This design comes from an exercise in tuning for small area on the open sky130 flow, not from production work.
Only simulation tests tie the RTL to the original design; equivalence was not proved.
Power and IR drop assume default switching activity.

==> flow/design.v <==
module decode_stage_reg #(
  parameter int DATA_W = 32,
  parameter int CNT_W  = 16
) (
  input  logic              clk,
  input  logic              reset,
  input  logic [31:0]       instr_d,
  input  logic [DATA_W-1:0] pc_plus_4_d,
  input  logic              valid_d,
  input  logic              stall_d,
  input  logic              flush_e,
  input  logic              branch_ne_d,
  input  logic              reg_we_w,
  input  logic [4:0]        reg_write_addr_w,
  input  logic [DATA_W-1:0] reg_write_data_w,
  input  logic [DATA_W-1:0] alu_result_m,
  input  logic [1:0]        forward_a_d,
  input  logic [1:0]        forward_b_d,
  output logic              branch_cond_d,
  output logic [DATA_W-1:0] pc_branch_d,
  output logic [DATA_W-1:0] reg_data_1_e,
  output logic [DATA_W-1:0] reg_data_2_e,
  output logic [4:0]        rs_e,
  output logic [4:0]        rt_e,
  output logic [4:0]        rd_e,
  output logic [DATA_W-1:0] imm_e,
  output logic [DATA_W-1:0] shamt_e,
  output logic [DATA_W-1:0] pc_plus_4_e,
  output logic              valid_e,
  output logic [CNT_W-1:0]  bubble_count
);
  function automatic logic [DATA_W-1:0] rf_read(
    input logic [4:0]        addr,
    input logic              we,
    input logic [4:0]        waddr,
    input logic [DATA_W-1:0] wdata,
    input logic [DATA_W-1:0] stored
  );
    logic [DATA_W-1:0] val;
    val = {DATA_W{1'b0}};
    if (addr == 5'd0) begin
      val = {DATA_W{1'b0}};
    end else if (we && (waddr == addr)) begin
      val = wdata;
    end else begin
      val = stored;
    end
    rf_read = val;
  endfunction
  function automatic logic [DATA_W-1:0] fwd_sel(
    input logic [1:0]        sel,
    input logic [DATA_W-1:0] rf_val,
    input logic [DATA_W-1:0] mem_val,
    input logic [DATA_W-1:0] wb_val
  );
    logic [DATA_W-1:0] val;
    val = rf_val;
    case (sel)
      2'd0:    val = rf_val;
      2'd1:    val = mem_val;
      2'd2:    val = wb_val;
      default: val = rf_val;
    endcase
    fwd_sel = val;
  endfunction
  logic [DATA_W-1:0] r_regs [0:31];
  logic [DATA_W-1:0] r_reg_data_1;
  logic [DATA_W-1:0] r_reg_data_2;
  logic [4:0]        r_rs;
  logic [4:0]        r_rt;
  logic [4:0]        r_rd;
  logic [DATA_W-1:0] r_imm;
  logic [DATA_W-1:0] r_shamt;
  logic [DATA_W-1:0] r_pc_plus_4;
  logic              r_valid;
  logic [CNT_W-1:0]  r_bubble_count;
  logic [4:0]        w_rs;
  logic [4:0]        w_rt;
  logic [4:0]        w_rd;
  logic [DATA_W-1:0] w_imm;
  logic [DATA_W-1:0] w_shamt;
  logic [DATA_W-1:0] w_rd1;
  logic [DATA_W-1:0] w_rd2;
  logic [DATA_W-1:0] w_op_a;
  logic [DATA_W-1:0] w_op_b;
  logic              w_bubble;
  logic              w_unused_opcode;
  assign w_rs    = instr_d[25:21];
  assign w_rt    = instr_d[20:16];
  assign w_rd    = instr_d[15:11];
  assign w_imm   = {{(DATA_W-16){instr_d[15]}}, instr_d[15:0]};
  assign w_shamt = {{(DATA_W-5){1'b0}}, instr_d[10:6]};
  assign w_unused_opcode = ^instr_d[31:26];
  assign w_bubble = flush_e | stall_d;
  always_comb begin
    w_rd1  = rf_read(w_rs, reg_we_w, reg_write_addr_w, reg_write_data_w, r_regs[w_rs]);
    w_rd2  = rf_read(w_rt, reg_we_w, reg_write_addr_w, reg_write_data_w, r_regs[w_rt]);
    w_op_a = fwd_sel(forward_a_d, w_rd1, alu_result_m, reg_write_data_w);
    w_op_b = fwd_sel(forward_b_d, w_rd2, alu_result_m, reg_write_data_w);
  end
  always_comb begin
    branch_cond_d = (w_op_a == w_op_b) ^ branch_ne_d;
    pc_branch_d   = pc_plus_4_d + {w_imm[DATA_W-3:0], 2'b00};
  end
  always_ff @(posedge clk or posedge reset) begin
    if (reset) begin
      for (int i = 0; i < 32; i++) begin
        r_regs[i] <= {DATA_W{1'b0}};
      end
    end else if (reg_we_w && (reg_write_addr_w != 5'd0)) begin
      r_regs[reg_write_addr_w] <= reg_write_data_w;
    end
  end
  always_ff @(posedge clk or posedge reset) begin
    if (reset) begin
      r_reg_data_1 <= {DATA_W{1'b0}};
      r_reg_data_2 <= {DATA_W{1'b0}};
      r_rs         <= 5'd0;
      r_rt         <= 5'd0;
      r_rd         <= 5'd0;
      r_imm        <= {DATA_W{1'b0}};
      r_shamt      <= {DATA_W{1'b0}};
      r_pc_plus_4  <= {DATA_W{1'b0}};
      r_valid      <= 1'b0;
    end else if (w_bubble) begin
      r_reg_data_1 <= {DATA_W{1'b0}};
      r_reg_data_2 <= {DATA_W{1'b0}};
      r_rs         <= 5'd0;
      r_rt         <= 5'd0;
      r_rd         <= 5'd0;
      r_imm        <= {DATA_W{1'b0}};
      r_shamt      <= {DATA_W{1'b0}};
      r_pc_plus_4  <= {DATA_W{1'b0}};
      r_valid      <= 1'b0;
    end else begin
      r_reg_data_1 <= w_rd1;
      r_reg_data_2 <= w_rd2;
      r_rs         <= w_rs;
      r_rt         <= w_rt;
      r_rd         <= w_rd;
      r_imm        <= w_imm;
      r_shamt      <= w_shamt;
      r_pc_plus_4  <= pc_plus_4_d;
      r_valid      <= valid_d;
    end
  end
  always_ff @(posedge clk or posedge reset) begin
    if (reset) begin
      r_bubble_count <= {CNT_W{1'b0}};
    end else if (w_bubble && (r_bubble_count != {CNT_W{1'b1}})) begin
      r_bubble_count <= r_bubble_count + {{(CNT_W-1){1'b0}}, 1'b1};
    end else begin
      r_bubble_count <= r_bubble_count;
    end
  end
  assign reg_data_1_e = r_reg_data_1;
  assign reg_data_2_e = r_reg_data_2;
  assign rs_e         = r_rs;
  assign rt_e         = r_rt;
  assign rd_e         = r_rd;
  assign imm_e        = r_imm;
  assign shamt_e      = r_shamt;
  assign pc_plus_4_e  = r_pc_plus_4;
  assign valid_e      = r_valid;
  assign bubble_count = r_bubble_count;
endmodule
==> flow/run.sh <==
#!/bin/bash
# synth_recipe.tcl (not shown) runs the flow's synth.tcl, then flattens the netlist and writes it again
# the make line also repeats each setting of config.mk as NAME=value (left out here)
make -C /OpenROAD-flow-scripts/flow DESIGN_CONFIG=/design/flow/config.mk WORK_HOME=/design/flow/orfs CLKGATE_MAP_FILE= SYNTH_SCRIPT=/design/flow/synth_recipe.tcl finish
==> flow/config.mk <==
export PLATFORM = sky130hd
export DESIGN_NAME = decode_stage_reg
export DESIGN_NICKNAME = decode_stage_reg
export VERILOG_FILES = /design/flow/design.v
export SDC_FILE = /design/flow/constraint.sdc
export NUM_CORES = 4
export LEC_CHECK = 0
export CAP_MARGIN = 20
export CORE_MARGIN = 2
export CORE_UTILIZATION = 40
export SLEW_MARGIN = 20
==> flow/constraint.sdc <==
create_clock -name core_clock -period 12.0 [get_ports {clk}]
set_input_delay 2.4000 -clock core_clock [delete_from_list [all_inputs] [get_ports {clk}]]
set_output_delay 2.4000 -clock core_clock [all_outputs]
set_load 0.01 [all_outputs]
==> results.txt <==
==> worst max-delay path: cells and delay by family <==
kind,cells,cell delay (ns)
and+or+nand+nor,7,3.79
xor gates and xnor gates,1,0.13
AOI/OAI and AO/OA,4,1.31
buffers and inverters,4,1.55
==> cells in the final DEF (no fill, tap or decap), types with 15 or more instances in the layout <==
| cell | n |
|---|---|
| a2111oi_0 | 87 |
| a211oi_1 | 18 |
| a21o_1 | 16 |
| a21oi_1 | 96 |
| a221o_1 | 23 |
| a221oi_1 | 33 |
| a222oi_1 | 44 |
| a22o_1 | 33 |
| a22oi_1 | 465 |
| a31oi_1 | 44 |
| and2_1 | 64 |
| and3_1 | 335 |
| and4_1 | 39 |
| buf_12 | 19 |
| buf_4 | 266 |
| clkbuf_1 | 24 |
| clkbuf_16 | 137 |
| clkbuf_8 | 24 |
| clkdlybuf4s50_1 | 329 |
| clkinv_2 | 24 |
| conb_1 | 27 |
| dfrtp_1 | 1131 |
| diode_2 | 49 |
| ha_1 | 32 |
| inv_1 | 27 |
| mux2_2 | 974 |
| mux2i_1 | 34 |
| nand2_1 | 122 |
| nand2b_1 | 26 |
| nand3_1 | 398 |
| nand4_1 | 166 |
| nor2_1 | 131 |
| nor2_2 | 18 |
| nor2_4 | 44 |
| nor3_1 | 33 |
| nor4_1 | 55 |
| o21ai_0 | 63 |
| or3_1 | 15 |
| xnor2_1 | 35 |
| xor2_1 | 26 |
==> worst paths after layout <==
path / from / end / slack, ns / depth (start not counted)
max reg2reg: r_regs[7][14] / r_reg_data_2[14] / 8.68 / 6
min reg2reg: r_bubble_count[11] / r_bubble_count[11] / 0.50 / 1
max: instr_d[18] / branch_cond_d / 0.36 / 16
min: r_bubble_count[11] / r_bubble_count[11] / 0.50 / 1
min in group asynchronous: reset / r_regs[21][25] / 2.03 / 2
max in group asynchronous: reset / r_regs[15][12] / 7.68 / 4
==> area by class of cell <==
class / count / area, um2 / share of cell area (%)
clock inverter: 48 / 561 / 0.795
clock buffer: 185 / 3850 / 5.46
sequential: 1131 / 28300 / 40.1
multi-input combinational: 3730 / 29500 / 41.8
inverter: 28 / 109 / 0.154
timing repair buffer: 620 / 5700 / 8.08
tap: 1930 / 2410 / 3.42
antenna: 49 / 123 / 0.174
==> per-layer routing <==
layer | track usage, % | up-vias | wire (um)
li1 | - | 21150 | -
met1 | 50.8 | 28712 | 115000
met2 | 55.2 | 6262 | 126000
met3 | 22.2 | 1972 | 55500
met4 | 32.4 | 28 | 33000
met5 | 1.56 | - | 436
==> state kept, by name (all words and copies together) (netlist names) <==
register        flops
r_reg_data_2       32
r_rt                5
r_pc_plus_4        32
r_imm              12
r_bubble_count     16
r_reg_data_1       32
r_shamt             4
r_valid             1
r_regs            992
r_rs                5
==> through the flow <==
step	power (mW)	hold WS [ns]
global route	11.6	0.515
detailed placement	7.10	0.481
finish	11.4	0.496
global placement	7.05	0.465
floorplan	6.15	0.450
CTS	11.2	0.493
==> where the power goes <==
group          internal [mW]  switching (mW)  total (mW)
clock network           2.44            1.76        4.20
registers               4.50           0.654        5.16
logic                  0.912            1.12        2.04
==> cells by family (layout without fill, tap and decap cells) <==
kind of cell / count (synthesis) / count (layout) / share of synthesized area [%]
and+or+nand+nor: 1573 / 1573 / 14.6
DFF: 1131 / 1131 / 47.3
AOI/OAI and AO/OA: 1026 / 1026 / 12.9
muxes: 1008 / 1008 / 18.9
buffers and inverters: 627 / 881 / 4.57
xor gates and xnor gates: 61 / 61 / 0.894
adders and majority gates: 35 / 35 / 0.745
other: 1 / 76 / 0.00627
==> impl_metrics.tcl <==
set metrics [dict create \
    start_util_pct 40.4 \
    path_max_fanout 21 \
    synth_top_cell_by_area "dfrtp_1" \
    wl_per_cell_um 42.8 \
    synth_seq_cells 1131 \
    drive_gt1_share_pct 28.1 \
    routed_wl_um 330000 \
    drc 0 \
    synth_edf_count 0 \
    clock_skew_ns 0.0394 \
    yosysSeqAreaShare_pct 47.3 \
    fin_util_pct 47.7 \
    crit_slowest_cell "nor2_2" \
    grt_pass1_wl_um 445000 \
    finalNonFillerCells 7721 \
    area_growth_syn_to_layout_pct 18.0 \
    fillers 13540 \
    min_path_type "register to register" \
    detail_route.first_pass.iterations 17 \
    crit_path_cell_trace "buf_2, nand3b_1, nor2_2, a22oi_1, nand4_1, nor4_2, o311ai_0, a31oi_1, nor4_1, buf_4, nand4b_1, nor4_1, o221ai_1, buf_4, xnor2_1, clkdlybuf4s50_1" \
    slowest_delay_ns 1.29 \
    drtAntennaViolNets 0 \
    setup_viol 0 \
    dpl_cell_area_mm2 0.0660 \
    pin_count 369 \
    clock_path_buffers 3 \
    antenna_found_initial 41 \
    relSlewSlack_pct 8.62 \
    yosys-top-cells-count "dfrtp_1, mux2_2, a22oi_1, clkbuf_1, nand3_1" \
    critPathArrivalTime_ns 9.24 \
    post_cts_buffers 0 \
    gp_congestion 1.03 \
    synth.area.top_cells "dfrtp_1, mux2_2, a22oi_1, and3_1, nand3_1" \
    die_area_mm2 0.153 \
    worstPathRequired_ns 9.60 \
    fmax_mhz 85.9 \
    rsz0062_at_grt "false" \
    drv_cap 0 \
    dp_worst_setup_slack_ns 0.729 \
    status "timing/DRC/antenna clean" \
    port_buffers 335 \
    worstMarginPinSlew_ns 1.37 \
    synthCells 5462 \
    hold_violations 0 \
    dp.cells 7439 \
    fp.dieW_um 391 \
    grt_max_degree 178 \
    core_mm2 0.148 \
    start_kind "input pin" \
    via_count 58124 \
    cts_tree "done" \
    dp_hpwl_um 200000 \
    synth_area_mm2 0.0598 \
    row_count 141 \
    die_height_um 391 \
    dr.first_iter.drc_count 12450 \
    fin_setup_tns_ns 0 \
    ir_worst_vdd_mv 0.168 \
    worstSkewPairLatency_ns 0.81 \
    grt_pass1_vias 53624 \
    syn_area_per_cell_um2 10.9 \
    track_usage_pct 42.0 \
    async_reset_ff_share_pct 100 \
    setup_slack_ns 0.360 \
    period_minus_slack_ns 11.64 \
    ys_types 82 \
    yosys_warnings 2 \
    htree_levels 4 \
    endpoint_kind "output port" \
    power_density_mw_per_mm2 162 \
    slew_viol_final 0 \
    leakagePower_nw 31.4 \
    cts.sinks 1131 \
    path_clk_slew_ns 0.05 \
    fin_area_mm2 0.0705 \
    synth_top_area_share_pct 47.3 \
    finalCritPeriodShare_pct 97.0 \
    vias_per_cell 7.53 \
    worstSetupPathType "input pin to output port" \
    grt-ovfl-total 0 \
    ys.flop_type "dfrtp_1" \
    synth.most_common_cell "dfrtp_1" \
    root_buffer "clkbuf_16" \
    nets 5822 \
    cts_hold_buf 0 \
    cts.repair.resized 0 \
    numCtsBuffers 132 \
]

==> separate check: timing with driven ports <==
The results above use ideal ports. As a check the final layout listed here was re-extracted and re-timed, cells and wires unchanged.
Step 1: set_driving_cell puts a clkbuf_16 on clk and a buf_2 on each other input, an assumption about the parent block.
Step 2 times the ports against the registers' clock, not the clock port: input delays grow and output delays shrink by t, the midpoint of the rising clock arrivals with the driver on.
Three values: ideal ports, drivers, drivers and shift; two values: the first two.
t (ns): 0.877
setup slack, ns: 0.360 / 0.232 / 0.232
worst setup path at the end: input to output
cell pins on the clock port's net: 1
After both steps this run still meets setup and hold. For this run, drivers alone change the setup slack by -0.128 ns; drivers and shift together by -0.128 ns.
